Background: an optimization exercise with open tools, aiming at small area and a short achievable clock period. Do not read the settings as production practice.
Only simulation tests tie the RTL to the original design; equivalence was not proved.
Power is estimated from default activity; no workload was simulated.

**design/flow/design.v**
```verilog
package ctrl_types_pkg;
  localparam int KV_CMD_IDX_W = 16;
  typedef enum logic [0:0] {
    KV_IDLE  = 1'b0,
    KV_FLUSH = 1'b1
  } kv_mem_state_e;
  typedef struct packed {
    logic                    sel;    
    logic                    wr;     
    logic                    del;    
    logic [KV_CMD_IDX_W-1:0] idx;    
  } kv_mem_cmd_t;
endpackage
module kv_prio_onehot #(
  parameter int WIDTH = 16
) (
  input  logic [WIDTH-1:0] req_in,
  output logic [WIDTH-1:0] gnt_out
);
  assign gnt_out = req_in & (~req_in + WIDTH'(1));
endmodule
module kv_g_inv  (input logic a, output logic y);
  assign y = ~a;
endmodule
module kv_g_xnor2 (input logic a, b, output logic y);
  assign y = ~(a ^ b);
endmodule
module kv_g_nand2 (input logic a, b, output logic y);
  assign y = ~(a & b);
endmodule
module kv_g_nand3 (input logic a, b, c, output logic y);
  assign y = ~(a & b & c);
endmodule
module kv_g_nand4 (input logic a, b, c, d, output logic y);
  assign y = ~(a & b & c & d);
endmodule
module kv_g_nor2 (input logic a, b, output logic y);
  assign y = ~(a | b);
endmodule
module kv_g_nor3 (input logic a, b, c, output logic y);
  assign y = ~(a | b | c);
endmodule
module kv_g_or2 (input logic a, b, output logic y);
  assign y = a | b;
endmodule
module kv_g_o21ai (input logic a1, a2, b1, output logic y);
  assign y = ~((a1 | a2) & b1);
endmodule
module kv_g_a22oi (input logic a1, a2, b1, b2, output logic y);
  assign y = ~((a1 & a2) | (b1 & b2));
endmodule
module kv_key_cmp (
  input  logic        valid_n_in,
  input  logic [31:0] key_a_in,
  input  logic [31:0] key_b_in,
  output logic        match_out,
  output logic        match_n_out
);
  logic [31:0] eq1;
  logic [7:0]  ne4;
  logic [3:0]  eq8;
  logic [1:0]  ne16;
  for (genvar b = 0; b < 32; b++) begin : g_bit
    kv_g_xnor2 u_x (.a(key_a_in[b]), .b(key_b_in[b]), .y(eq1[b]));
  end
  for (genvar k = 0; k < 8; k++) begin : g_l1
    kv_g_nand4 u_n (.a(eq1[4*k]), .b(eq1[4*k+1]), .c(eq1[4*k+2]), .d(eq1[4*k+3]), .y(ne4[k]));
  end
  for (genvar k = 0; k < 4; k++) begin : g_l2
    kv_g_nor2 u_n (.a(ne4[2*k]), .b(ne4[2*k+1]), .y(eq8[k]));
  end
  for (genvar k = 0; k < 2; k++) begin : g_l3
    kv_g_nand2 u_n (.a(eq8[2*k]), .b(eq8[2*k+1]), .y(ne16[k]));
  end
  kv_g_nor3 u_m  (.a(ne16[0]), .b(ne16[1]), .c(valid_n_in), .y(match_out));
  kv_g_inv  u_mn (.a(match_out), .y(match_n_out));
endmodule
module kv_lookup #(
  parameter int W = 64
) (
  input  logic [15:0]     m_in,        
  input  logic [15:0]     mn_in,       
  input  logic [15:0]     isel_n_in,   
  input  logic            key_dis_in,
  input  logic [16*W-1:0] data_in,
  output logic [15:0]     sel_out,
  output logic [W-1:0]    data_out
);
  localparam int NS = 4;         
  localparam int SW = W / NS;    
  logic [3:0]  any_g;      
  logic [3:0]  blk_g;      
  logic [15:0] loc_n;      
  logic        kd_a0_n, a1_a2_n;
  for (genvar g = 0; g < 4; g++) begin : g_any
    kv_g_nand4 u_a (.a(mn_in[4*g]), .b(mn_in[4*g+1]), .c(mn_in[4*g+2]), .d(mn_in[4*g+3]),
                    .y(any_g[g]));
  end
  logic a1_n;
  assign blk_g[0] = key_dis_in;
  kv_g_or2   u_b1  (.a(key_dis_in), .b(any_g[0]), .y(blk_g[1]));
  kv_g_nor2  u_k0  (.a(key_dis_in), .b(any_g[0]), .y(kd_a0_n));
  kv_g_inv   u_a1n (.a(any_g[1]), .y(a1_n));
  kv_g_nand2 u_b2  (.a(kd_a0_n), .b(a1_n), .y(blk_g[2]));
  kv_g_nor2  u_a12 (.a(any_g[1]), .b(any_g[2]), .y(a1_a2_n));
  kv_g_nand2 u_b3  (.a(kd_a0_n), .b(a1_a2_n), .y(blk_g[3]));
  for (genvar g = 0; g < 4; g++) begin : g_loc
    assign loc_n[4*g] = mn_in[4*g];
    kv_g_nand2 u_l1 (.a(m_in[4*g+1]), .b(mn_in[4*g]), .y(loc_n[4*g+1]));
    kv_g_nand3 u_l2 (.a(m_in[4*g+2]), .b(mn_in[4*g]), .c(mn_in[4*g+1]), .y(loc_n[4*g+2]));
    kv_g_nand4 u_l3 (.a(m_in[4*g+3]), .b(mn_in[4*g]), .c(mn_in[4*g+1]), .d(mn_in[4*g+2]),
                     .y(loc_n[4*g+3]));
  end
  logic [16*NS-1:0] sel_sl;    
  for (genvar i = 0; i < 16; i++) begin : g_sel
    kv_g_o21ai u_s (.a1(loc_n[i]), .a2(blk_g[i/4]), .b1(isel_n_in[i]), .y(sel_out[i]));
    for (genvar s = 0; s < NS; s++) begin : g_slice
      kv_g_o21ai u_s (.a1(loc_n[i]), .a2(blk_g[i/4]), .b1(isel_n_in[i]), .y(sel_sl[i*NS+s]));
    end
  end
  for (genvar b = 0; b < W; b++) begin : g_bit
    logic [7:0] pr_n;
    logic [1:0] half;
    for (genvar k = 0; k < 8; k++) begin : g_pair
      kv_g_a22oi u_p (.a1(sel_sl[(2*k)*NS + b/SW]),   .a2(data_in[(2*k)*W + b]),
                      .b1(sel_sl[(2*k+1)*NS + b/SW]), .b2(data_in[(2*k+1)*W + b]),
                      .y(pr_n[k]));
    end
    kv_g_nand4 u_h0 (.a(pr_n[0]), .b(pr_n[1]), .c(pr_n[2]), .d(pr_n[3]), .y(half[0]));
    kv_g_nand4 u_h1 (.a(pr_n[4]), .b(pr_n[5]), .c(pr_n[6]), .d(pr_n[7]), .y(half[1]));
    kv_g_or2   u_o  (.a(half[0]), .b(half[1]), .y(data_out[b]));
  end
endmodule
module kv_mem_block #(
  parameter int NUM_ENTRIES = 16,
  parameter int KEY_WIDTH   = 32,
  parameter int VALUE_WIDTH = 64
) (
  input  logic                               clk,
  input  logic                               rst_n,
  input  logic [KEY_WIDTH-1:0]               key_in,
  input  logic [VALUE_WIDTH-1:0]             value_in,
  input  logic                               select_in,
  input  logic                               write_in,
  input  logic                               delete_in,
  input  logic [NUM_ENTRIES-1:0]             idx_in,
  input  logic                               flush_in,
  output logic                               hit,
  output logic [NUM_ENTRIES-1:0]             hit_idx,
  output logic [VALUE_WIDTH-1:0]             value_out,
  output logic                               free_valid,
  output logic [NUM_ENTRIES-1:0]             free_idx,
  output logic [$clog2(NUM_ENTRIES+1)-1:0]   count,
  output logic                               busy,
  output logic                               err,
  output ctrl_types_pkg::kv_mem_state_e      dbg_state
);
  localparam int CW = $clog2(NUM_ENTRIES + 1);
  localparam int PW = $clog2(NUM_ENTRIES);
  logic                   state_q;
  logic [PW-1:0]          ptr_q;
  logic [NUM_ENTRIES-1:0] valid_q;
  logic [KEY_WIDTH-1:0]   key_q [NUM_ENTRIES];
  logic [VALUE_WIDTH-1:0] val_q [NUM_ENTRIES];
  logic [CW-1:0]          count_q;
  logic                   err_q;
  logic [NUM_ENTRIES-1:0] match;
  logic [NUM_ENTRIES-1:0] key_hit_idx;
  logic [NUM_ENTRIES-1:0] free_vec;
  logic [NUM_ENTRIES-1:0] idx_valid;
  logic [NUM_ENTRIES-1:0] acc_idx;
  logic                   key_hit;
  logic                   idx_ok;
  logic                   any_free;
  logic [NUM_ENTRIES-1:0] match_n;
  logic [NUM_ENTRIES-1:0] valid_n;
  assign valid_n = ~valid_q;
  for (genvar i = 0; i < NUM_ENTRIES; i++) begin : g_cmp
    kv_key_cmp u_cmp (
      .valid_n_in (valid_n[i]),
      .key_a_in   (key_q[i]),
      .key_b_in   (key_in),
      .match_out  (match[i]),
      .match_n_out(match_n[i])
    );
  end
  kv_prio_onehot #(.WIDTH(NUM_ENTRIES)) u_free_sel (
    .req_in  (~valid_q),
    .gnt_out (free_vec)
  );
  assign key_hit   = |match;
  assign any_free  = ~&valid_q;
  logic [3:0] grp_any, grp_multi;
  always_comb begin
    for (int g = 0; g < 4; g++) begin
      grp_any[g]   = |idx_in[4*g +: 4];
      grp_multi[g] = (idx_in[4*g]   & idx_in[4*g+1]) | (idx_in[4*g]   & idx_in[4*g+2]) |
                     (idx_in[4*g]   & idx_in[4*g+3]) | (idx_in[4*g+1] & idx_in[4*g+2]) |
                     (idx_in[4*g+1] & idx_in[4*g+3]) | (idx_in[4*g+2] & idx_in[4*g+3]);
    end
  end
  assign idx_ok = !(|grp_multi) &&
                  ((grp_any[0] & !grp_any[1] & !grp_any[2] & !grp_any[3]) |
                   (!grp_any[0] & grp_any[1] & !grp_any[2] & !grp_any[3]) |
                   (!grp_any[0] & !grp_any[1] & grp_any[2] & !grp_any[3]) |
                   (!grp_any[0] & !grp_any[1] & !grp_any[2] & grp_any[3]));
  assign idx_valid = idx_in & valid_q;
  logic                   key_dis;
  logic [NUM_ENTRIES-1:0] isel_n;
  assign key_dis = state_q | select_in;
  assign isel_n  = ~({NUM_ENTRIES{!state_q && select_in && idx_ok}} & idx_valid);
  logic [NUM_ENTRIES*VALUE_WIDTH-1:0] val_flat;
  always_comb begin
    for (int i = 0; i < NUM_ENTRIES; i++) begin
      val_flat[i*VALUE_WIDTH +: VALUE_WIDTH] = val_q[i];
    end
  end
  kv_lookup #(.W(VALUE_WIDTH)) u_lookup (
    .m_in      (match),
    .mn_in     (match_n),
    .isel_n_in (isel_n),
    .key_dis_in(key_dis),
    .data_in   (val_flat),
    .sel_out   (acc_idx),
    .data_out  (value_out)
  );
  assign key_hit_idx = acc_idx;
  assign hit        = |acc_idx;
  assign hit_idx    = acc_idx;
  assign free_idx   = free_vec;
  assign free_valid = any_free;
  assign count      = count_q;
  assign busy       = state_q;
  assign dbg_state  = ctrl_types_pkg::kv_mem_state_e'(state_q);
  assign err        = err_q;
  logic                   idle_cmd;
  logic                   do_del;
  logic                   wr_req;
  logic                   do_idx_wr;
  logic                   do_key_wr;
  logic [NUM_ENTRIES-1:0] wr_vec;
  logic [NUM_ENTRIES-1:0] clr_vec;
  logic                   cnt_inc;
  logic                   cnt_dec;
  logic                   illegal;
  assign idle_cmd   = !state_q && !flush_in;
  assign do_del     = idle_cmd && delete_in && idx_ok;
  assign wr_req     = idle_cmd && write_in && !delete_in;
  assign do_idx_wr  = wr_req && select_in && idx_ok;
  assign do_key_wr  = wr_req && !select_in;
  always_comb begin
    for (int i = 0; i < NUM_ENTRIES; i++) begin
      wr_vec[i] = (do_idx_wr && idx_in[i]) ||
                  (do_key_wr && (key_hit ? key_hit_idx[i] : free_vec[i]));
    end
  end
  always_comb begin
    for (int i = 0; i < NUM_ENTRIES; i++) begin
      clr_vec[i] = (do_del && idx_in[i]) ||
                   (state_q && (ptr_q == PW'(i)));
    end
  end
  assign cnt_inc = (do_idx_wr && !(|idx_valid)) ||
                   (do_key_wr && !key_hit && any_free);
  assign cnt_dec = (do_del && (|idx_valid)) || (state_q && valid_q[ptr_q]);
  assign illegal = idle_cmd && (
                     (delete_in && !idx_ok) ||
                     (delete_in && write_in) ||
                     (wr_req && select_in && !idx_ok) ||
                     (do_key_wr && !key_hit && !any_free));
  always_ff @(posedge clk) begin
    for (int i = 0; i < NUM_ENTRIES; i++) begin
      if (wr_vec[i]) begin
        key_q[i] <= key_in;
        val_q[i] <= value_in;
      end
    end
  end
  always_ff @(posedge clk or negedge rst_n) begin
    if (!rst_n) begin
      valid_q <= '0;
      count_q <= '0;
      err_q   <= 1'b0;
      state_q <= 1'b0;
      ptr_q   <= '0;
    end else begin
      valid_q <= (valid_q & ~clr_vec) | wr_vec;
      count_q <= count_q + CW'(cnt_inc) - CW'(cnt_dec);
      if (!state_q && flush_in) begin
        err_q <= 1'b0;
      end else if (illegal) begin
        err_q <= 1'b1;
      end
      if (!state_q) begin
        state_q <= flush_in;
        ptr_q   <= '0;
      end else begin
        state_q <= (ptr_q != PW'(NUM_ENTRIES - 1));
        ptr_q   <= ptr_q + PW'(1);
      end
    end
  end
endmodule
```
**design/flow/run.sh**
```bash
#!/bin/bash
# synth_recipe.tcl (not shown) runs the flow's synth.tcl, then flattens the netlist and writes it again
# the make line also repeats each setting of config.mk as NAME=value (left out here)
make -C /OpenROAD-flow-scripts/flow DESIGN_CONFIG=/design/flow/config.mk WORK_HOME=/design/flow/orfs CLKGATE_MAP_FILE= SYNTH_SCRIPT=/design/flow/synth_recipe.tcl finish
```
**design/flow/config.mk**
```make
export PLATFORM = sky130hd
export DESIGN_NAME = kv_mem_block
export DESIGN_NICKNAME = kv_mem_block
export VERILOG_FILES = /design/flow/design.v
export SDC_FILE = /design/flow/constraint.sdc
export NUM_CORES = 4
export LEC_CHECK = 0
export CAP_MARGIN = 20
export CORE_MARGIN = 2
export CORE_UTILIZATION = 40
export PLACE_DENSITY = 0.55
export SETUP_SLACK_MARGIN = 5
export SLEW_MARGIN = 20
export SYNTH_HIERARCHICAL = 1
```
**design/flow/constraint.sdc**
```tcl
create_clock -name core_clock -period 14.0 [get_ports {clk}]
set_input_delay 2.8000 -clock core_clock [delete_from_list [all_inputs] [get_ports {clk}]]
set_output_delay 2.8000 -clock core_clock [all_outputs]
set_load 0.01 [all_outputs]
```
==> impl_results.html, run 1 <==
<table>
<tr><th>Metric</th><th>Value</th></tr>
<tr><th colspan="2">Timing</th></tr>
<tr><td>Count of endpoints failing setup in the final report</td><td>0</td></tr>
<tr><td>Total count of max-transition violations in the final report</td><td>0</td></tr>
<tr><td>Minimum setup slack in the final design</td><td>4.890 ns</td></tr>
<tr><td>Number of endpoints with negative hold slack in the final report</td><td>0</td></tr>
<tr><td>Worst relative slew slack</td><td>20.76%</td></tr>
<tr><td>Aggregate negative setup slack</td><td>0 ns</td></tr>
<tr><td>Actual slew at the worst max-slew pin</td><td>1.180 ns</td></tr>
<tr><td>Setup repair after global routing missed its margin</td><td>yes</td></tr>
<tr><td>Final period util</td><td>65.07%</td></tr>
<tr><td>Final min period</td><td>9.110 ns</td></tr>
<tr><td>Maximum clock skew at final layout</td><td>0.04185 ns</td></tr>
<tr><td>Fmax</td><td>109.8 MHz</td></tr>
<tr><th colspan="2">Finish</th></tr>
<tr><td>Finished layout cell area</td><td>between 0.07 and 0.08 mm2</td></tr>
<tr><td>Final nets</td><td>4,296</td></tr>
<tr><td>Synth-to-layout area growth</td><td>25.07%</td></tr>
<tr><td>Number of inserted filler cells in the final layout</td><td>12.90k</td></tr>
<tr><td>Layout Cells excl Fill</td><td>6,370</td></tr>
<tr><td>Footprint of the flip-flops and latches</td><td>0.04680 mm2</td></tr>
<tr><td>Fraction of final layout cells with drive strength greater than 1</td><td>around a third</td></tr>
<tr><td>Multi-input gate area</td><td>0.01712 mm2</td></tr>
<tr><th colspan="2">Worst setup path</th></tr>
<tr><td>Cell chain of the critical path</td><td>clkdlybuf4s15_2 -&gt; or4_4 -&gt; or4_4 -&gt; o211ai_4 -&gt; and4_4 -&gt; buf_4 -&gt; nand3_2 -&gt; o21ai_4 -&gt; buf_16 -&gt; a22oi_2 -&gt; nand4_1 -&gt; or2_4 -&gt; clkdlybuf4s50_1</td></tr>
<tr><td>Startpoint Class</td><td>input port</td></tr>
<tr><td>Category of the worst setup path capture point</td><td>primary output</td></tr>
<tr><td>Cell with the largest stage delay on the worst path</td><td>or4_4</td></tr>
<tr><td>Crit path largest cell delay</td><td>0.58 ns</td></tr>
<tr><td>Kind of cell with the highest combined delay on the critical path</td><td>simple AND/OR/NAND/NOR gates</td></tr>
<tr><td>Endpoint required time on the critical path</td><td>~11 ns</td></tr>
<tr><td>Buf+Inv Stages, Crit Path</td><td>4</td></tr>
<tr><td>Worst-path fanout max</td><td>9</td></tr>
<tr><td>Start-to-end type of the worst setup path</td><td>in -&gt; out</td></tr>
<tr><td>Worst path most repeated cell</td><td>or4_4</td></tr>
<tr><td>CP Data Arrival Time</td><td>6.31 ns</td></tr>
<tr><th colspan="2">Route</th></tr>
<tr><td>Number of iterations in the first detailed-routing pass</td><td>5</td></tr>
<tr><td>Post-DRT Antenna Nets</td><td>0</td></tr>
<tr><td>Routed via count</td><td>35.70k</td></tr>
<tr><td>Via density</td><td>approximately 5.6</td></tr>
<tr><td>Average routed wire per standard cell</td><td>29.37 um</td></tr>
<tr><td>First-iteration detailed-routing DRC count</td><td>3,357</td></tr>
<tr><td>Post-Route WL</td><td>187.1 mm</td></tr>
<tr><td>DRC violation count after routing</td><td>0</td></tr>
<tr><th colspan="2">CTS</th></tr>
<tr><td>Total of hold buffers inserted after clock tree synthesis</td><td>0</td></tr>
<tr><td>Number of sinks on the clock net</td><td>between 1.5k and 2k</td></tr>
<tr><td>Depth of the CTS H-tree</td><td>4</td></tr>
<tr><td>Number of clock buffers inserted by TritonCTS</td><td>168</td></tr>
<tr><td>Clock Tree Buf Depth</td><td>3</td></tr>
<tr><td>Source-to-sink clock delay at the later pin of the worst-skew pair</td><td>0.82 ns</td></tr>
<tr><td>TritonCTS clock tree</td><td>yes</td></tr>
<tr><td>Clock tree root buffer cell</td><td>clkbuf_16</td></tr>
<tr><td>Register clock-pin slew on the reported worst setup and hold paths</td><td>approximately 0.060 ns</td></tr>
<tr><th colspan="2">Floorplanning</th></tr>
<tr><td>Floorplan core area</td><td>0.1564 mm2</td></tr>
<tr><td>Starting Density</td><td>40.29%</td></tr>
<tr><td>Die boundary height</td><td>400.9 um</td></tr>
<tr><td>Die outline width</td><td>between 400 and 500 um</td></tr>
<tr><td>Site row count</td><td>145</td></tr>
<tr><td>Overall die area</td><td>around 0.16 mm2</td></tr>
<tr><td>Io pins</td><td>224</td></tr>
<tr><th colspan="2">Global routing</th></tr>
<tr><td>Largest net degree at the start of global routing</td><td>a little over 60</td></tr>
<tr><td>Vias in the first global route</td><td>35.08k</td></tr>
<tr><td>GRT Total Usage</td><td>22.82%</td></tr>
<tr><td>Total global routing overflow</td><td>0</td></tr>
<tr><td>Global-route wire length before repair</td><td>262.5 mm</td></tr>
<tr><td>Initial antenna violation count</td><td>29</td></tr>
<tr><th colspan="2">Worst hold path</th></tr>
<tr><td>Type of the worst min-delay path</td><td>reg -&gt; reg</td></tr>
<tr><th colspan="2">Synthesis</th></tr>
<tr><td>Cell area after technology mapping</td><td>0.06301 mm2</td></tr>
<tr><td>Syn_nets</td><td>3,595</td></tr>
<tr><td>Gate count after technology mapping</td><td>3,467</td></tr>
<tr><td>Yosys Warn Count</td><td>11</td></tr>
<tr><td>Mean post-synth cell area</td><td>about 18 um2</td></tr>
<tr><th colspan="2">Placed design</th></tr>
<tr><td># placed instances</td><td>5,826</td></tr>
<tr><td>Post-Place Worst Slack</td><td>3.230 ns</td></tr>
<tr><td>Number of port buffers</td><td>223</td></tr>
<tr><td>Cell area after placement</td><td>0.06885 mm2</td></tr>
<tr><td>Final weighted congestion of routability-driven global placement</td><td>0.9167</td></tr>
<tr><td>DP Wirelength</td><td>about 100 mm</td></tr>
<tr><th colspan="2">Power</th></tr>
<tr><td>Areal power density over the cells</td><td>~130 mW/mm2</td></tr>
<tr><td>Leakage power</td><td>approximately 25 nW</td></tr>
<tr><td>Max VDD drop</td><td>between 0.1 and 0.15 mV</td></tr>
<tr><th colspan="2">Run status</th></tr>
<tr><td>Status</td><td>complete, no violations</td></tr>
<tr><th colspan="2">Run</th></tr>
<tr><td>Count of maximum capacitance violations</td><td>0</td></tr>
</table>
-- where the power goes --
part	internal [mW]	switching (mW)	leakage (nW)
Clock	2.44	1.83	2.57
Combinational	0.227	0.277	8.02
Sequential	5.16	0.0535	14.2
-- layout make-up --
class,instances,share of cell area [%]
inverter,47,0.2445
tap,2058,3.267
timing repair buffer,561,8.668
antenna,5,0.01588
clock buffer,219,5.658
clock inverter,90,1.037
multi-input combinational,1827,21.73
sequential,1563,59.38
-- layer usage --
layer  vias up  track usage [%]  part of all wire (%)
met5         -                0                  0.13
met3       305            6.289                   8.4
met2      1267            35.36                    46
met1     18560            31.84                    43
li1      15530                -                     -
met4        38            5.687                   2.2
-- stage by stage --
stage | utilization [%] | total power, mW | hold WS (ns)
detailed placement | 44.03 | 5.702 | 0.7046
CTS | 49.70 | 10.06 | 0.7226
finish | 50.39 | 9.993 | 0.7135
floorplan | - | 5.469 | 0.5453
global route | 50.39 | 10.30 | 0.7462
global placement | 44.02 | 5.697 | 0.7044
-- final timing paths --
check                                   startpoint                 endpoint  slack (ns)  cells past startpoint
worst max register to register   state_q$_DFF_PN0_  val_q[14][39]$_DFFE_PP_        8.77                     10
max in group asynchronous                    rst_n        state_q$_DFF_PN0_       11.42                      1
worst min register to register  ptr_q[0]$_DFF_PN0_       ptr_q[0]$_DFF_PN0_        0.71                      1
worst min-delay path            ptr_q[0]$_DFF_PN0_       ptr_q[0]$_DFF_PN0_        0.71                      1
min in group asynchronous                    rst_n     valid_q[0]$_DFF_PN0_        2.08                      1
worst max-delay path                     idx_in[3]            value_out[18]        4.89                     13
-- cell usage in the layout, fill, tap and decap left out, types with 16 or more instances in the layout --
cell type,count
a21o_4,16
a221o_1,16
a22oi_2,512
buf_12,92
buf_2,21
buf_4,178
buf_6,19
bufbuf_16,30
clkbuf_1,48
clkbuf_16,179
clkbuf_2,21
clkdlybuf4s50_1,106
clkinv_1,35
clkinv_2,27
dfrtp_1,27
dlygate4sd2_1,34
edfxtp_1,1536
inv_1,39
mux2i_1,16
nand2_1,28
nand2_2,17
nand4_1,288
nor2_1,80
nor2_2,17
o21ai_2,57
or2_1,44
or2_4,22
xnor2_1,502
xnor2_2,16
-- worst reg2reg max path: cells and delay by family (launching register included) --
kind	cells	cell delay, ns
flip-flops	1	0.66
buffers and inverters	3	1.28
AO/OA/AOI/OAI	2	1.14
AND/OR/NAND/NOR	4	1.53
multiplexers	1	0.16
-- state kept, by name, summed over array words and instances (netlist names) --
| signal | count |
|---|---|
| ptr_q | 4 |
| valid_q | 16 |
| err_q | 1 |
| state_q | 1 |
| key_q | 512 |
| count_q | 5 |
| val_q | 1024 |
-- repair_timing --
action / CTS / global route
endpoints found under the setup margin: 81 / 74
pin swaps: 40 / 84
setup buffers: 108 / 71
gates resized for setup: 549 / 168
cloned: 40 / 9
==> inputs of run 2 (changes only) <==
==> design/flow/flow/run.sh (new file) <==
#!/bin/bash
set -euo pipefail
cd "$(dirname "${BASH_SOURCE[0]}")/.."
source flow/knobs.sh
bash standard.sh "${KNOBS[@]}" finish > make_finish.log 2>&1
==> design/flow/flow/downsize.tcl (new file) <==
# Swap a few gate types that synthesis sized up for its fixed output load
# back to their smallest drive strength (same function and pins).
set swaps {
  sky130_fd_sc_hd__a22oi_2 sky130_fd_sc_hd__a22oi_1
  sky130_fd_sc_hd__nor3_2  sky130_fd_sc_hd__nor3_1
}
set n 0
foreach inst [[ord::get_db_block] getInsts] {
  set m [[$inst getMaster] getName]
  if { [dict exists $swaps $m] } {
    replace_cell [$inst getName] [dict get $swaps $m]
    incr n
  }
}
puts "downsize.tcl: resized $n instances"
==> design/flow/flow/knobs.sh (new file) <==
KNOBS=(
  "SETUP_SLACK_MARGIN=6"
  "BUFFER_PORTS_ARGS=-buffer_cell sky130_fd_sc_hd__buf_1"
  "CTS_ARGS=-sink_clustering_enable -repair_clock_nets -dont_use_dummy_load -sink_clustering_size 16 -sink_clustering_max_diameter 60 -buf_list {sky130_fd_sc_hd__clkbuf_4 sky130_fd_sc_hd__clkbuf_8}"
  "PRE_FLOORPLAN_TCL=$PWD/flow/downsize.tcl"
)
==> design/flow/standard.sh (new file) <==
#!/bin/bash
# synth_recipe.tcl (not shown) runs the flow's synth.tcl, then flattens the netlist and writes it again
# the make line also repeats each setting of config.mk as NAME=value (left out here)
make -C /OpenROAD-flow-scripts/flow DESIGN_CONFIG=/design/flow/config.mk WORK_HOME=/design/flow/orfs CLKGATE_MAP_FILE= SYNTH_SCRIPT=/design/flow/synth_recipe.tcl "${@:-finish}"
--- a/design/flow/config.mk
+++ b/design/flow/config.mk
@@ -9,6 +9,5 @@
 export CORE_MARGIN = 2
 export CORE_UTILIZATION = 40
 export PLACE_DENSITY = 0.55
-export SETUP_SLACK_MARGIN = 5
 export SLEW_MARGIN = 20
 export SYNTH_HIERARCHICAL = 1
removed: design/flow/run.sh
==> impl_results.html, run 2 <==
<table>
<tr><th>Metric</th><th>Value</th></tr>
<tr><th colspan="2">Finish</th></tr>
<tr><td>Post-route core utilization</td><td>49.37% (-1.0 points)</td></tr>
<tr><td>Fraction of final layout cells with drive strength greater than 1</td><td>25.19% (-6.9 points)</td></tr>
<tr><td>Final nets</td><td>4,274 (-0.51%)</td></tr>
<tr><td>Most common library cell in the layout ignoring fill and taps</td><td>edfxtp_1</td></tr>
<tr><td>Finished layout cell area</td><td>0.07394 mm2 (-6.2%)</td></tr>
<tr><td>Max reg flops</td><td>1,024 (unchanged)</td></tr>
<tr><td>Synth-to-layout area growth</td><td>22.47%</td></tr>
<tr><td>Number of inserted filler cells in the final layout</td><td>12.33k (-4.4%)</td></tr>
<tr><td>Most used cells in the layout excluding fill and tap cells</td><td>edfxtp_1 (1,536), xnor2_1 (489), a22oi_1 (367), nand4_1 (288), buf_4 (158)</td></tr>
<tr><td>Layout Cells excl Fill</td><td>6,166 (-3.2%)</td></tr>
<tr><td>Largest regs</td><td>val_q (1024), key_q (512), valid_q (16)</td></tr>
<tr><td>Reg with most FFs</td><td>val_q</td></tr>
<tr><th colspan="2">Worst hold path</th></tr>
<tr><td>Start point of the worst min-delay path</td><td>count_q[0]$_DFF_PN0_</td></tr>
<tr><td>Type of the worst min-delay path</td><td>reg -&gt; reg</td></tr>
<tr><th colspan="2">Timing</th></tr>
<tr><td>Total count of max-transition violations in the final report</td><td>0 (unchanged)</td></tr>
<tr><td>Fmax</td><td>113.7 MHz (+3.6%)</td></tr>
<tr><td>Final min period</td><td>8.794 ns (-0.3159 ns)</td></tr>
<tr><td>Setup repair after global routing missed its margin</td><td>yes</td></tr>
<tr><td>Worst relative slew slack</td><td>21.20% (+0.44 points)</td></tr>
<tr><td>Minimum setup slack in the final design</td><td>5.206 ns (+0.3159 ns)</td></tr>
<tr><td>Aggregate negative setup slack</td><td>0 ns (unchanged)</td></tr>
<tr><td>Actual slew at the worst max-slew pin</td><td>1.182 ns (+0.002493 ns)</td></tr>
<tr><td>Count of endpoints failing setup in the final report</td><td>0 (unchanged)</td></tr>
<tr><td>Final period util</td><td>62.82% (-2.3 points)</td></tr>
<tr><td>Maximum clock skew at final layout</td><td>0.1032 ns (+0.06139 ns)</td></tr>
<tr><td>Number of endpoints with negative hold slack in the final report</td><td>0 (unchanged)</td></tr>
<tr><th colspan="2">CTS</th></tr>
<tr><td>Depth of the CTS H-tree</td><td>4 (unchanged)</td></tr>
<tr><td>Source-to-sink clock delay at the later pin of the worst-skew pair</td><td>0.93 ns (+0.11 ns)</td></tr>
<tr><td>Total of hold buffers inserted after clock tree synthesis</td><td>0 (unchanged)</td></tr>
<tr><td>Register clock-pin slew on the reported worst setup and hold paths</td><td>0.05 ns (about the same)</td></tr>
<tr><td>Clock Tree Buf Depth</td><td>3 (unchanged)</td></tr>
<tr><td>Number of clock buffers inserted by TritonCTS</td><td>131 (-22%)</td></tr>
<tr><td>Clock tree root buffer cell</td><td>clkbuf_8</td></tr>
<tr><td>TritonCTS clock tree</td><td>yes</td></tr>
<tr><td>Number of sinks on the clock net</td><td>1,563 (unchanged)</td></tr>
<tr><th colspan="2">Placed design</th></tr>
<tr><td>Post-Place Worst Slack</td><td>3.577 ns (+0.3471 ns)</td></tr>
<tr><td>Final weighted congestion of routability-driven global placement</td><td>0.8810 (-3.9%)</td></tr>
<tr><td>Number of port buffers</td><td>223 (unchanged)</td></tr>
<tr><td>Cell area after placement</td><td>0.06478 mm2 (-5.9%)</td></tr>
<tr><td># placed instances</td><td>5,721 (-1.8%)</td></tr>
<tr><td>DP Wirelength</td><td>98.39 mm (-2.0%)</td></tr>
<tr><th colspan="2">Power</th></tr>
<tr><td>Net switching fraction of the power</td><td>22.01% (+0.35 points)</td></tr>
<tr><td>Leakage power</td><td>22.63 nW (-8.6%)</td></tr>
<tr><td>Clock Power Share</td><td>28.4% (-14 points)</td></tr>
<tr><td>Areal power density over the cells</td><td>107.4 mW/mm2 (-15%)</td></tr>
<tr><td>Cell internal pwr</td><td>6.191 mW (-21%)</td></tr>
<tr><td>Max VDD drop</td><td>0.08546 mV (-28%)</td></tr>
<tr><td>Share of power burned in registers</td><td>65.4% (+13 points)</td></tr>
<tr><td>Sw Pwr</td><td>1.748 mW (-19%)</td></tr>
<tr><td>Comb power frac</td><td>6.2% (+1.2 points)</td></tr>
<tr><th colspan="2">Floorplanning</th></tr>
<tr><td>Starting Density</td><td>40.31% (about the same)</td></tr>
<tr><td>Site row count</td><td>142 (-2.1%)</td></tr>
<tr><td>Die outline width</td><td>392.5 um (-2.1%)</td></tr>
<tr><td>Io pins</td><td>224 (unchanged)</td></tr>
<tr><td>Die boundary height</td><td>392.5 um (-2.1%)</td></tr>
<tr><td>Floorplan core area</td><td>0.1498 mm2 (-4.2%)</td></tr>
<tr><td>Overall die area</td><td>0.1541 mm2 (-4.2%)</td></tr>
<tr><th colspan="2">Worst setup path</th></tr>
<tr><td>CP Data Arrival Time</td><td>5.99 ns (-0.32 ns)</td></tr>
<tr><td>Worst-path fanout max</td><td>32 (+23)</td></tr>
<tr><td>First element of the critical path</td><td>key_in[28]</td></tr>
<tr><td>Start-to-end type of the worst setup path</td><td>in -&gt; out</td></tr>
<tr><td>Reg-to-Reg Start</td><td>valid_q[7]$_DFF_PN0_</td></tr>
<tr><td>Endpoint required time on the critical path</td><td>11.20 ns (about the same)</td></tr>
<tr><td>Category of the worst setup path capture point</td><td>primary output</td></tr>
<tr><td>Startpoint Class</td><td>input port</td></tr>
<tr><th colspan="2">Global routing</th></tr>
<tr><td>Vias in the first global route</td><td>34.37k (-2.0%)</td></tr>
<tr><td>Total global routing overflow</td><td>0 (unchanged)</td></tr>
<tr><td>GRT Total Usage</td><td>23.13% (+0.32 points)</td></tr>
<tr><td>Initial antenna violation count</td><td>32 (+10%)</td></tr>
<tr><td>Global-route wire length before repair</td><td>254.1 mm (-3.2%)</td></tr>
<tr><td>Largest net degree at the start of global routing</td><td>62 (+1.6%)</td></tr>
<tr><th colspan="2">Route</th></tr>
<tr><td>First-iteration detailed-routing DRC count</td><td>4,035 (+20%)</td></tr>
<tr><td>DRC violation count after routing</td><td>0 (unchanged)</td></tr>
<tr><td>Post-DRT Antenna Nets</td><td>0 (unchanged)</td></tr>
<tr><td>Routed via count</td><td>35.66k (-0.12%)</td></tr>
<tr><td>Via density</td><td>5.783 (+3.2%)</td></tr>
<tr><td>Number of iterations in the first detailed-routing pass</td><td>6 (+1)</td></tr>
<tr><td>Average routed wire per standard cell</td><td>29.63 um (+0.87%)</td></tr>
<tr><td>Post-Route WL</td><td>182.7 mm (-2.4%)</td></tr>
<tr><th colspan="2">Synthesis</th></tr>
<tr><td>Gate count after technology mapping</td><td>3,467 (unchanged)</td></tr>
<tr><td>Yosys Warn Count</td><td>11 (unchanged)</td></tr>
<tr><td>Mean post-synth cell area</td><td>17.41 um2 (-4.2%)</td></tr>
<tr><td>Cell area after technology mapping</td><td>0.06037 mm2 (-4.2%)</td></tr>
<tr><td>Syn_nets</td><td>3,595 (unchanged)</td></tr>
<tr><th colspan="2">Run status</th></tr>
<tr><td>Status</td><td>complete, no violations</td></tr>
<tr><th colspan="2">Run</th></tr>
<tr><td>Count of maximum capacitance violations</td><td>0 (unchanged)</td></tr>
</table>
## run 2: layout make-up
| class | count | area [um2] | area share, % |
|---|---|---|---|
| tap | 2016 | 2522 | 3.412 |
| sequential | 1563 | 46800 | 63.30 |
| antenna | 6 | 15.01 | 0.02031 |
| inverter | 47 | 187.7 | 0.2538 |
| timing repair buffer | 577 | 6594 | 8.918 |
| clock buffer | 131 | 1803 | 2.438 |
| multi-input combinational | 1826 | 16020 | 21.66 |
## run 2: critical path, cell delays in order
cell and delay (ns):
clkbuf_16 0.18, xnor2_4 0.20, nand4_1 0.21, nor2_4 0.23, nand2_2 0.11, nor3_4 0.32, inv_2 0.09, nand4_1 0.18
clkinvlp_4 0.15, buf_12 0.17, nand2_8 0.11, buf_12 0.12, o21ai_4 0.12, buf_12 0.19, a22oi_2 0.19, nand4_1 0.12
or2_4 0.28, buf_1 0.13
## run 2: per-layer routing
layer	vias up	GRT usage [%]	routed length (um)
li1	15280	-	-
met5	-	0	233
met2	1519	35.74	84270
met1	18520	32.29	76950
met3	304	6.650	17290
met4	36	5.538	3936
## run 2: worst paths after layout
path | end | slack, ns | cells past startpoint
min in group asynchronous | count_q[2]$_DFF_PN0_ | 1.99 | 1
hold reg to reg | count_q[0]$_DFF_PN0_ | 0.54 | 1
setup reg to reg | val_q[10][23]$_DFFE_PP_ | 8.72 | 8
hold / removal | count_q[0]$_DFF_PN0_ | 0.54 | 1
setup / recovery | value_out[6] | 5.21 | 18
max in group asynchronous | valid_q[8]$_DFF_PN0_ | 11.37 | 1
## run 2: what timing repair did
| item | in CTS | in global routing |
|---|---|---|
| pin swaps | 186 | 155 |
| buffers inserted | 214 | 58 |
| gates cloned | 26 | 10 |
| endpoints found under the hold margin | 0 | 0 |
| resized for setup | 581 | 204 |
| setup endpoints to repair | 81 | 81 |
## run 2: per-stage QoR
stage / power (mW) / hold slack (ns)
floorplan: 5.484 / 0.5453
global placement: 5.652 / 0.5237
detailed placement: 5.660 / 0.5367
CTS: 7.973 / 0.5483
global route: 8.203 / 0.5746
finish: 7.939 / 0.5402
## run 2: power groups by stage
stage	clock network [mW]	logic [mW]	registers, mW
after floorplan	0	0.206	5.28
final	2.26	0.494	5.19
after global routing	2.48	0.534	5.19
after global placement	0	0.358	5.29
after detailed placement	0	0.364	5.30
after CTS	2.32	0.467	5.19
==> inputs of run 3 (changes only) <==
--- a/design/flow/config.mk
+++ b/design/flow/config.mk
@@ -7,7 +7,7 @@
 export LEC_CHECK = 0
 export CAP_MARGIN = 20
 export CORE_MARGIN = 2
-export CORE_UTILIZATION = 40
-export PLACE_DENSITY = 0.55
+export CORE_UTILIZATION = 55
+export PLACE_DENSITY = 0.68
 export SLEW_MARGIN = 20
 export SYNTH_HIERARCHICAL = 1
==> impl_results.html, run 3 <==
<table>
<tr><th>Metric</th><th>Value</th></tr>
<tr><th colspan="2">Finish</th></tr>
<tr><td>Footprint of the flip-flops and latches</td><td>0.04680 mm2 (unchanged)</td></tr>
<tr><td>Reg with most FFs</td><td>val_q</td></tr>
<tr><td>Fraction of final layout cells with drive strength greater than 1</td><td>24.64% (-0.55 points)</td></tr>
<tr><td>Synth-to-layout area growth</td><td>20.97%</td></tr>
<tr><td>Max reg flops</td><td>1,024 (unchanged)</td></tr>
<tr><td>Largest regs</td><td>val_q (1024), key_q (512), valid_q (16)</td></tr>
<tr><td>Most used cells in the layout excluding fill and tap cells</td><td>edfxtp_1 (1,536), xnor2_1 (480), a22oi_1 (403), nand4_1 (288), buf_4 (147)</td></tr>
<tr><td>Finished layout cell area</td><td>0.07303 mm2 (-1.2%)</td></tr>
<tr><td>Most common library cell in the layout ignoring fill and taps</td><td>edfxtp_1</td></tr>
<tr><td>Multi-input gate area</td><td>0.01590 mm2 (-0.71%)</td></tr>
<tr><td>Final nets</td><td>4,265 (-0.21%)</td></tr>
<tr><td>Number of inserted filler cells in the final layout</td><td>7,039 (-43%)</td></tr>
<tr><th colspan="2">Worst setup path</th></tr>
<tr><td>Cell chain of the critical path</td><td>clkbuf_4 -&gt; buf_12 -&gt; xnor2_1 -&gt; nand4_1 -&gt; nor2_2 -&gt; nand2_4 -&gt; nor3_4 -&gt; inv_2 -&gt; nand4_1 -&gt; clkinvlp_4 -&gt; buf_12 -&gt; nand2_8 -&gt; o21ai_4 -&gt; buf_12 -&gt; buf_12 -&gt; a22oi_2 -&gt; nand4_1 -&gt; or2_4 -&gt; buf_6</td></tr>
<tr><td>Category of the worst setup path capture point</td><td>primary output</td></tr>
<tr><td>First element of the critical path</td><td>key_in[28]</td></tr>
<tr><td>Start-to-end type of the worst setup path</td><td>in -&gt; out</td></tr>
<tr><td>Kind of cell with the highest combined delay on the critical path</td><td>simple AND/OR/NAND/NOR gates</td></tr>
<tr><td>Startpoint Class</td><td>input port</td></tr>
<tr><td>Worst path most repeated cell</td><td>buf_12</td></tr>
<tr><td>Buf+Inv Stages, Crit Path</td><td>8 (+1)</td></tr>
<tr><td>Reg-to-Reg Start</td><td>key_q[2][27]$_DFFE_PP_</td></tr>
<tr><td>Worst-path fanout max</td><td>14 (-56%)</td></tr>
<tr><td>CP Data Arrival Time</td><td>5.91 ns (-0.08 ns)</td></tr>
<tr><td>Endpoint required time on the critical path</td><td>11.20 ns (about the same)</td></tr>
<tr><td>Cell with the largest stage delay on the worst path</td><td>or2_4</td></tr>
<tr><td>Crit path largest cell delay</td><td>0.28 ns (-0.04 ns)</td></tr>
<tr><th colspan="2">Route</th></tr>
<tr><td>Average routed wire per standard cell</td><td>30.10 um (+1.6%)</td></tr>
<tr><td>DRC violation count after routing</td><td>0 (unchanged)</td></tr>
<tr><td>Routed via count</td><td>35.94k (+0.78%)</td></tr>
<tr><td>Post-DRT Antenna Nets</td><td>0 (unchanged)</td></tr>
<tr><td>Number of iterations in the first detailed-routing pass</td><td>7 (+1)</td></tr>
<tr><td>Via density</td><td>6.472 (+12%)</td></tr>
<tr><td>First-iteration detailed-routing DRC count</td><td>4,378 (+8.5%)</td></tr>
<tr><td>Post-Route WL</td><td>167.1 mm (-8.5%)</td></tr>
<tr><th colspan="2">Power</th></tr>
<tr><td>Areal power density over the cells</td><td>106.6 mW/mm2 (-0.74%)</td></tr>
<tr><td>Max VDD drop</td><td>0.09386 mV (+9.8%)</td></tr>
<tr><td>Leakage power</td><td>22.67 nW (+0.17%)</td></tr>
<tr><th colspan="2">Floorplanning</th></tr>
<tr><td>Floorplan core area</td><td>0.1089 mm2 (-27%)</td></tr>
<tr><td>Site row count</td><td>121 (-15%)</td></tr>
<tr><td>Die outline width</td><td>335.3 um (-15%)</td></tr>
<tr><td>Die boundary height</td><td>335.3 um (-15%)</td></tr>
<tr><td>Overall die area</td><td>0.1124 mm2 (-27%)</td></tr>
<tr><td>Starting Density</td><td>55.46% (+15 points)</td></tr>
<tr><td>Io pins</td><td>224 (unchanged)</td></tr>
<tr><th colspan="2">CTS</th></tr>
<tr><td>Number of clock buffers inserted by TritonCTS</td><td>120 (-8.4%)</td></tr>
<tr><td>Depth of the CTS H-tree</td><td>3 (-1)</td></tr>
<tr><td>Clock tree root buffer cell</td><td>clkbuf_8</td></tr>
<tr><td>Total of hold buffers inserted after clock tree synthesis</td><td>0 (unchanged)</td></tr>
<tr><td>Register clock-pin slew on the reported worst setup and hold paths</td><td>0.05 ns (about the same)</td></tr>
<tr><td>Source-to-sink clock delay at the later pin of the worst-skew pair</td><td>0.86 ns (-0.07 ns)</td></tr>
<tr><td>Number of sinks on the clock net</td><td>1,563 (unchanged)</td></tr>
<tr><td>Clock Tree Buf Depth</td><td>3 (unchanged)</td></tr>
<tr><td>TritonCTS clock tree</td><td>yes</td></tr>
<tr><th colspan="2">Timing</th></tr>
<tr><td>Setup repair after global routing missed its margin</td><td>yes</td></tr>
<tr><td>Aggregate negative setup slack</td><td>0 ns (unchanged)</td></tr>
<tr><td>Minimum setup slack in the final design</td><td>5.287 ns (+0.08177 ns)</td></tr>
<tr><td>Final min period</td><td>8.713 ns (-0.08177 ns)</td></tr>
<tr><td>Count of endpoints failing setup in the final report</td><td>0 (unchanged)</td></tr>
<tr><td>Final period util</td><td>62.23% (-0.58 points)</td></tr>
<tr><td>Actual slew at the worst max-slew pin</td><td>1.104 ns (-0.07762 ns)</td></tr>
<tr><td>Worst relative slew slack</td><td>26.37% (+5.2 points)</td></tr>
<tr><td>Fmax</td><td>114.8 MHz (+0.94%)</td></tr>
<tr><td>Maximum clock skew at final layout</td><td>0.1336 ns (+0.03039 ns)</td></tr>
<tr><td>Number of endpoints with negative hold slack in the final report</td><td>0 (unchanged)</td></tr>
<tr><td>Total count of max-transition violations in the final report</td><td>0 (unchanged)</td></tr>
<tr><th colspan="2">Synthesis</th></tr>
<tr><td>Gate count after technology mapping</td><td>3,467 (unchanged)</td></tr>
<tr><td>Cell area after technology mapping</td><td>0.06037 mm2 (unchanged)</td></tr>
<tr><td>Yosys Warn Count</td><td>11 (unchanged)</td></tr>
<tr><td>Mean post-synth cell area</td><td>17.41 um2 (unchanged)</td></tr>
<tr><td>Syn_nets</td><td>3,595 (unchanged)</td></tr>
<tr><th colspan="2">Placed design</th></tr>
<tr><td>Cell area after placement</td><td>0.06409 mm2 (-1.1%)</td></tr>
<tr><td>DP Wirelength</td><td>87.11 mm (-11%)</td></tr>
<tr><td>Final weighted congestion of routability-driven global placement</td><td>0.9399 (+6.7%)</td></tr>
<tr><td>Post-Place Worst Slack</td><td>3.955 ns (+0.3783 ns)</td></tr>
<tr><td>Number of port buffers</td><td>223 (unchanged)</td></tr>
<tr><th colspan="2">Worst hold path</th></tr>
<tr><td>Type of the worst min-delay path</td><td>reg -&gt; reg</td></tr>
<tr><td>Start point of the worst min-delay path</td><td>count_q[0]$_DFF_PN0_</td></tr>
<tr><th colspan="2">Global routing</th></tr>
<tr><td>GRT Total Usage</td><td>28.14% (+5.0 points)</td></tr>
<tr><td>Vias in the first global route</td><td>33.94k (-1.3%)</td></tr>
<tr><td>Largest net degree at the start of global routing</td><td>76 (+23%)</td></tr>
<tr><td>Global-route wire length before repair</td><td>230.1 mm (-9.5%)</td></tr>
<tr><td>Total global routing overflow</td><td>0 (unchanged)</td></tr>
<tr><td>Initial antenna violation count</td><td>18 (-44%)</td></tr>
<tr><th colspan="2">Run status</th></tr>
<tr><td>Status</td><td>complete, no violations</td></tr>
<tr><th colspan="2">Run</th></tr>
<tr><td>Count of maximum capacitance violations</td><td>0 (unchanged)</td></tr>
</table>
run 3: worst reg2reg max path, delay by kind of cell, from the launching register on:
kind | cells | cell delay (ns)
flip-flops | 1 | 0.39
buffers and inverters | 4 | 1.55
AND/OR/NAND/NOR | 7 | 1.51
XOR/XNOR | 1 | 0.14
AO/OA/AOI/OAI | 1 | 0.61
multiplexers | 1 | 0.15
run 3: worst paths after layout:
path / to / slack [ns] / depth (start not counted)
max reg2reg: key_q[8][23]$_DFFE_PP_ / 9.02 / 14
max in group asynchronous: count_q[1]$_DFF_PN0_ / 11.28 / 1
min in group asynchronous: valid_q[15]$_DFF_PN0_ / 2.08 / 1
min: count_q[0]$_DFF_PN0_ / 0.52 / 1
max: value_out[44] / 5.29 / 19
min reg2reg: count_q[0]$_DFF_PN0_ / 0.52 / 1
run 3: per-stage QoR:
stage,total power [mW],instances,hold slack (ns),utilization (%)
5_1_grt,8.014,5552,0.5441,67.09
3_3_place_gp,5.644,5122,0.5130,58.85
2_1_floorplan,5.484,3467,0.5453,-
4_1_cts,7.757,5428,0.5260,64.78
3_5_place_dp,5.653,5123,0.5137,58.87
6_report,7.783,5553,0.5191,67.09
run 3: per-layer routing:
layer  vias up  part of all wire [%]  track usage [%]
met1     18280                    40            40.37
met2      2007                    46            42.57
met5         -                  0.11                0
li1      15240                     -                -
met4        28                   3.3            9.207
met3       390                    11            7.080
run 3: cell type report:
class	count	area share, %
Timing Repair Buffer	580	9.182
Sequential cell	1563	64.08
Clock buffer	120	2.262
Antenna cell	4	0.01371
Tap cell	1414	2.423
Inverter	47	0.2604
Multi-Input combinational cell	1825	21.78
run 3: power breakdown:
group	switching, mW	leakage [nW]	internal [mW]
clock	1.35	0.863	0.761
combinational	0.289	7.66	0.198
sequential	0.0361	14.2	5.15
run 3: timing repair:
action / 4_1_cts / 5_1_grt
resized for setup: 487 / 263
gates cloned: 22 / 23
hold endpoints to repair: 0 / 0
setup endpoints to repair: 81 / 81
pin swaps: 139 / 175
setup buffers: 163 / 97
==> inputs of run 4 (changes only) <==
==> design/flow/flow/knobs.sh (replaced) <==
KNOBS=(
  "SETUP_SLACK_MARGIN=7"
  "BUFFER_PORTS_ARGS=-buffer_cell sky130_fd_sc_hd__buf_1"
  "CTS_ARGS=-sink_clustering_enable -repair_clock_nets -dont_use_dummy_load -sink_clustering_size 16 -sink_clustering_max_diameter 60 -buf_list {sky130_fd_sc_hd__clkbuf_4 sky130_fd_sc_hd__clkbuf_8}"
  "PRE_FLOORPLAN_TCL=$PWD/flow/downsize.tcl"
)
==> impl_results.html, run 4 <==
<table>
<tr><th>Metric</th><th>Value</th></tr>
<tr><th colspan="2">Run status</th></tr>
<tr><td>Status</td><td>complete, no violations</td></tr>
<tr><th colspan="2">Worst setup path</th></tr>
<tr><td>Reg-to-Reg Start</td><td>state_q$_DFF_PN0_</td></tr>
<tr><td>Destination of the critical timing path</td><td>value_out[62]</td></tr>
<tr><td>Worst-path fanout max</td><td>8 (-6)</td></tr>
<tr><td>Worst Reg2Reg Path Length in Cells</td><td>12 (-2)</td></tr>
<tr><td>First element of the critical path</td><td>key_in[21]</td></tr>
<tr><td>CP Data Arrival Time</td><td>6.00 ns (+0.09 ns)</td></tr>
<tr><td>Start-to-end type of the worst setup path</td><td>in -&gt; out</td></tr>
<tr><td>Startpoint Class</td><td>input port</td></tr>
<tr><td>Reg-to-Reg End</td><td>key_q[15][28]$_DFFE_PP_</td></tr>
<tr><td>Category of the worst setup path capture point</td><td>primary output</td></tr>
<tr><td>Reg2reg setup slack</td><td>8.76 ns (-0.26 ns)</td></tr>
<tr><td>Endpoint required time on the critical path</td><td>11.20 ns (about the same)</td></tr>
<tr><th colspan="2">Route</th></tr>
<tr><td>First-iteration detailed-routing DRC count</td><td>4,951 (+13%)</td></tr>
<tr><td>DRC violation count after routing</td><td>0 (unchanged)</td></tr>
<tr><td>Post-Route WL</td><td>166.8 mm (-0.24%)</td></tr>
<tr><td>Via density</td><td>6.534 (+0.96%)</td></tr>
<tr><td>Number of iterations in the first detailed-routing pass</td><td>11 (+4)</td></tr>
<tr><td>Post-DRT Antenna Nets</td><td>0 (unchanged)</td></tr>
<tr><td>Routed via count</td><td>36.27k (+0.92%)</td></tr>
<tr><td>Average routed wire per standard cell</td><td>30.04 um (-0.20%)</td></tr>
<tr><th colspan="2">Power</th></tr>
<tr><td>Clock Power Share</td><td>26.9% (-0.2 points)</td></tr>
<tr><td>Comb power frac</td><td>6.4% (about the same)</td></tr>
<tr><td>Cell internal pwr</td><td>6.103 mW (about the same)</td></tr>
<tr><td>Leakage power</td><td>22.58 nW (-0.39%)</td></tr>
<tr><td>Net switching fraction of the power</td><td>21.58% (+0.063 points)</td></tr>
<tr><td>Tot Pwr</td><td>7.782 mW (about the same)</td></tr>
<tr><td>Max VDD drop</td><td>0.09140 mV (-2.6%)</td></tr>
<tr><td>Sw Pwr</td><td>1.679 mW (+0.28%)</td></tr>
<tr><td>Share of power burned in registers</td><td>66.7% (about the same)</td></tr>
<tr><td>Areal power density over the cells</td><td>106.9 mW/mm2 (+0.26%)</td></tr>
<tr><th colspan="2">Finish</th></tr>
<tr><td>Largest regs</td><td>val_q (1024), key_q (512), valid_q (16)</td></tr>
<tr><td>Reg with most FFs</td><td>val_q</td></tr>
<tr><td>Final nets</td><td>4,261 (-0.094%)</td></tr>
<tr><td>Most common library cell in the layout ignoring fill and taps</td><td>edfxtp_1</td></tr>
<tr><td>Most used cells in the layout excluding fill and tap cells</td><td>edfxtp_1 (1,536), xnor2_1 (469), a22oi_1 (401), nand4_1 (288), buf_4 (166)</td></tr>
<tr><td>Finished layout cell area</td><td>0.07282 mm2 (-0.28%)</td></tr>
<tr><td>Fraction of final layout cells with drive strength greater than 1</td><td>24.62% (about the same)</td></tr>
<tr><td>Synth-to-layout area growth</td><td>20.62%</td></tr>
<tr><td>Max reg flops</td><td>1,024 (unchanged)</td></tr>
<tr><th colspan="2">Global routing</th></tr>
<tr><td>Initial antenna violation count</td><td>21 (+3)</td></tr>
<tr><td>Global-route wire length before repair</td><td>233.1 mm (+1.3%)</td></tr>
<tr><td>Largest net degree at the start of global routing</td><td>64 (-16%)</td></tr>
<tr><td>Vias in the first global route</td><td>34.50k (+1.7%)</td></tr>
<tr><td>Total global routing overflow</td><td>0 (unchanged)</td></tr>
<tr><td>GRT Total Usage</td><td>28.45% (+0.30 points)</td></tr>
<tr><th colspan="2">CTS</th></tr>
<tr><td>Number of clock buffers inserted by TritonCTS</td><td>118 (-1.7%)</td></tr>
<tr><td>Source-to-sink clock delay at the later pin of the worst-skew pair</td><td>0.84 ns (-0.02 ns)</td></tr>
<tr><td>Clock tree root buffer cell</td><td>clkbuf_8</td></tr>
<tr><td>Clock Tree Buf Depth</td><td>3 (unchanged)</td></tr>
<tr><td>Total of hold buffers inserted after clock tree synthesis</td><td>0 (unchanged)</td></tr>
<tr><td>Register clock-pin slew on the reported worst setup and hold paths</td><td>0.06 ns (about the same)</td></tr>
<tr><td>Number of sinks on the clock net</td><td>1,563 (unchanged)</td></tr>
<tr><td>TritonCTS clock tree</td><td>yes</td></tr>
<tr><td>Depth of the CTS H-tree</td><td>3 (unchanged)</td></tr>
<tr><th colspan="2">Timing</th></tr>
<tr><td>Final min period</td><td>8.805 ns (+0.09191 ns)</td></tr>
<tr><td>Worst relative slew slack</td><td>23.19% (-3.2 points)</td></tr>
<tr><td>Final period util</td><td>62.89% (+0.66 points)</td></tr>
<tr><td>Maximum clock skew at final layout</td><td>0.1006 ns (-0.03306 ns)</td></tr>
<tr><td>Setup repair after global routing missed its margin</td><td>yes</td></tr>
<tr><td>Actual slew at the worst max-slew pin</td><td>1.152 ns (+0.04770 ns)</td></tr>
<tr><td>Count of endpoints failing setup in the final report</td><td>0 (unchanged)</td></tr>
<tr><td>Number of endpoints with negative hold slack in the final report</td><td>0 (unchanged)</td></tr>
<tr><td>Total count of max-transition violations in the final report</td><td>0 (unchanged)</td></tr>
<tr><td>Minimum setup slack in the final design</td><td>5.195 ns (-0.09191 ns)</td></tr>
<tr><td>Smallest hold slack</td><td>0.5267 ns (+0.007592 ns)</td></tr>
<tr><td>Fmax</td><td>113.6 MHz (-1.0%)</td></tr>
<tr><td>Aggregate negative setup slack</td><td>0 ns (unchanged)</td></tr>
<tr><th colspan="2">Synthesis</th></tr>
<tr><td>Mean post-synth cell area</td><td>17.41 um2 (unchanged)</td></tr>
<tr><td>Yosys Warn Count</td><td>11 (unchanged)</td></tr>
<tr><td>Gate count after technology mapping</td><td>3,467 (unchanged)</td></tr>
<tr><td>Cell area after technology mapping</td><td>0.06037 mm2 (unchanged)</td></tr>
<tr><td>Syn_nets</td><td>3,595 (unchanged)</td></tr>
<tr><th colspan="2">Placed design</th></tr>
<tr><td>Number of port buffers</td><td>223 (unchanged)</td></tr>
<tr><td>DP Wirelength</td><td>86.93 mm (-0.21%)</td></tr>
<tr><td>Cell area after placement</td><td>0.06411 mm2 (about the same)</td></tr>
<tr><td>Post-Place Worst Slack</td><td>3.732 ns (-0.2230 ns)</td></tr>
<tr><td>Final weighted congestion of routability-driven global placement</td><td>0.9862 (+4.9%)</td></tr>
<tr><th colspan="2">Floorplanning</th></tr>
<tr><td>Overall die area</td><td>0.1124 mm2 (unchanged)</td></tr>
<tr><td>Die outline width</td><td>335.3 um (unchanged)</td></tr>
<tr><td>Io pins</td><td>224 (unchanged)</td></tr>
<tr><td>Site row count</td><td>121 (unchanged)</td></tr>
<tr><td>Floorplan core area</td><td>0.1089 mm2 (unchanged)</td></tr>
<tr><td>Starting Density</td><td>55.46% (unchanged)</td></tr>
<tr><td>Die boundary height</td><td>335.3 um (unchanged)</td></tr>
<tr><th colspan="2">Worst hold path</th></tr>
<tr><td>Type of the worst min-delay path</td><td>reg -&gt; reg</td></tr>
<tr><td>Start point of the worst min-delay path</td><td>count_q[0]$_DFF_PN0_</td></tr>
<tr><th colspan="2">Run</th></tr>
<tr><td>Count of maximum capacitance violations</td><td>0 (unchanged)</td></tr>
</table>
run 4: worst min-delay path by stage:
stage / cells past startpoint / slack, ns / to
after floorplan: 1 / 0.55 / count_q[0]$_DFF_PN0_
after global placement: 1 / 0.52 / count_q[0]$_DFF_PN0_
after detailed placement: 1 / 0.53 / count_q[0]$_DFF_PN0_
after CTS: 1 / 0.54 / count_q[0]$_DFF_PN0_
after global routing: 1 / 0.57 / count_q[0]$_DFF_PN0_
final: 1 / 0.53 / count_q[0]$_DFF_PN0_
run 4: routing by layer:
metal  global-route usage (%)  vias up  wire length, um
met4                    10.31       26             6279
met5                        0        -              167
li1                         -    15260                -
met2                    42.69     2180            75910
met3                    7.554      478            18550
met1                    40.42    18330            65850
run 4: critical path: stages:
cell and delay [ns]:
buf_12 0.10, buf_12 0.14, buf_12 0.15, buf_4 0.14, xnor2_2 0.12, nand4_1 0.12
nor2_2 0.22, nand2_2 0.14, nor3_4 0.28, inv_4 0.08, buf_4 0.14, nand3_2 0.32
o21ai_4 0.21, buf_12 0.20, a22oi_2 0.15, nand4_1 0.20, or2_1 0.29, buf_2 0.14
run 4: through the flow:
step	util (%)	cells
2_1_floorplan	-	3467
3_3_place_gp	58.87	5117
3_5_place_dp	58.89	5118
4_1_cts	65.25	5473
5_1_grt	66.90	5549
6_report	66.90	5551
run 4: cell type report:
cell class	count	area, um2
clock buffers	118	1624
diodes	6	15.01
inverters	47	187.7
flip-flops and latches	1563	46800
well taps	1414	1769
repair buffers	575	6311
fillers	7090	36030
multi-input cells	1828	16120
run 4: power by group through the flow:
stage	clock, mW	combinational, mW	sequential [mW]
2_1_floorplan	0	0.208	5.28
3_5_place_dp	0	0.361	5.29
6_report	2.10	0.498	5.19
4_1_cts	2.13	0.450	5.19
5_1_grt	2.28	0.532	5.19
3_3_place_gp	0	0.352	5.29
run 4: what timing repair did:
| action | 4_1_cts | 5_1_grt |
|---|---|---|
| pin swaps | 202 | 96 |
| gates cloned | 26 | 11 |
| endpoints found under the setup margin | 1061 | 90 |
| gates resized for setup | 498 | 250 |
| setup buffers | 211 | 61 |
| hold endpoints to repair | 0 | 0 |

## separate check: timing with driven ports
Ports are ideal in the flow. The routed layouts listed here were re-timed in OpenROAD.
Step 1: set_driving_cell puts a clkbuf_16 on clk and a buf_2 on each other input, an assumption about the parent block.
Step 2 times the ports against the registers' clock, not the clock port: input delays grow and output delays shrink by t, the midpoint of the rising clock arrivals with the driver on.
a / b / c = ideal / step 1 / step 2; a / b = the first two.
run | shift t [ns] | setup slack, ns | worst setup path at the end | worst data-port slew with drivers (ns)
run 1 | 0.884 | 4.890 / 4.801 / 4.801 | input to output | 0.18
run 2 | 0.963 | 5.206 / 5.159 / 5.159 | input to output | 0.24
run 3 | 0.867 | 5.287 / 5.203 / 5.203 | input to output | 0.16
run 4 | 0.869 | 5.195 / 5.150 / 5.150 | input to output | 0.17
After both steps setup and hold are still met in every run listed. The setup slack of run 1, which loses most, moves by -0.089 ns with the drivers and by -0.089 ns with both steps.
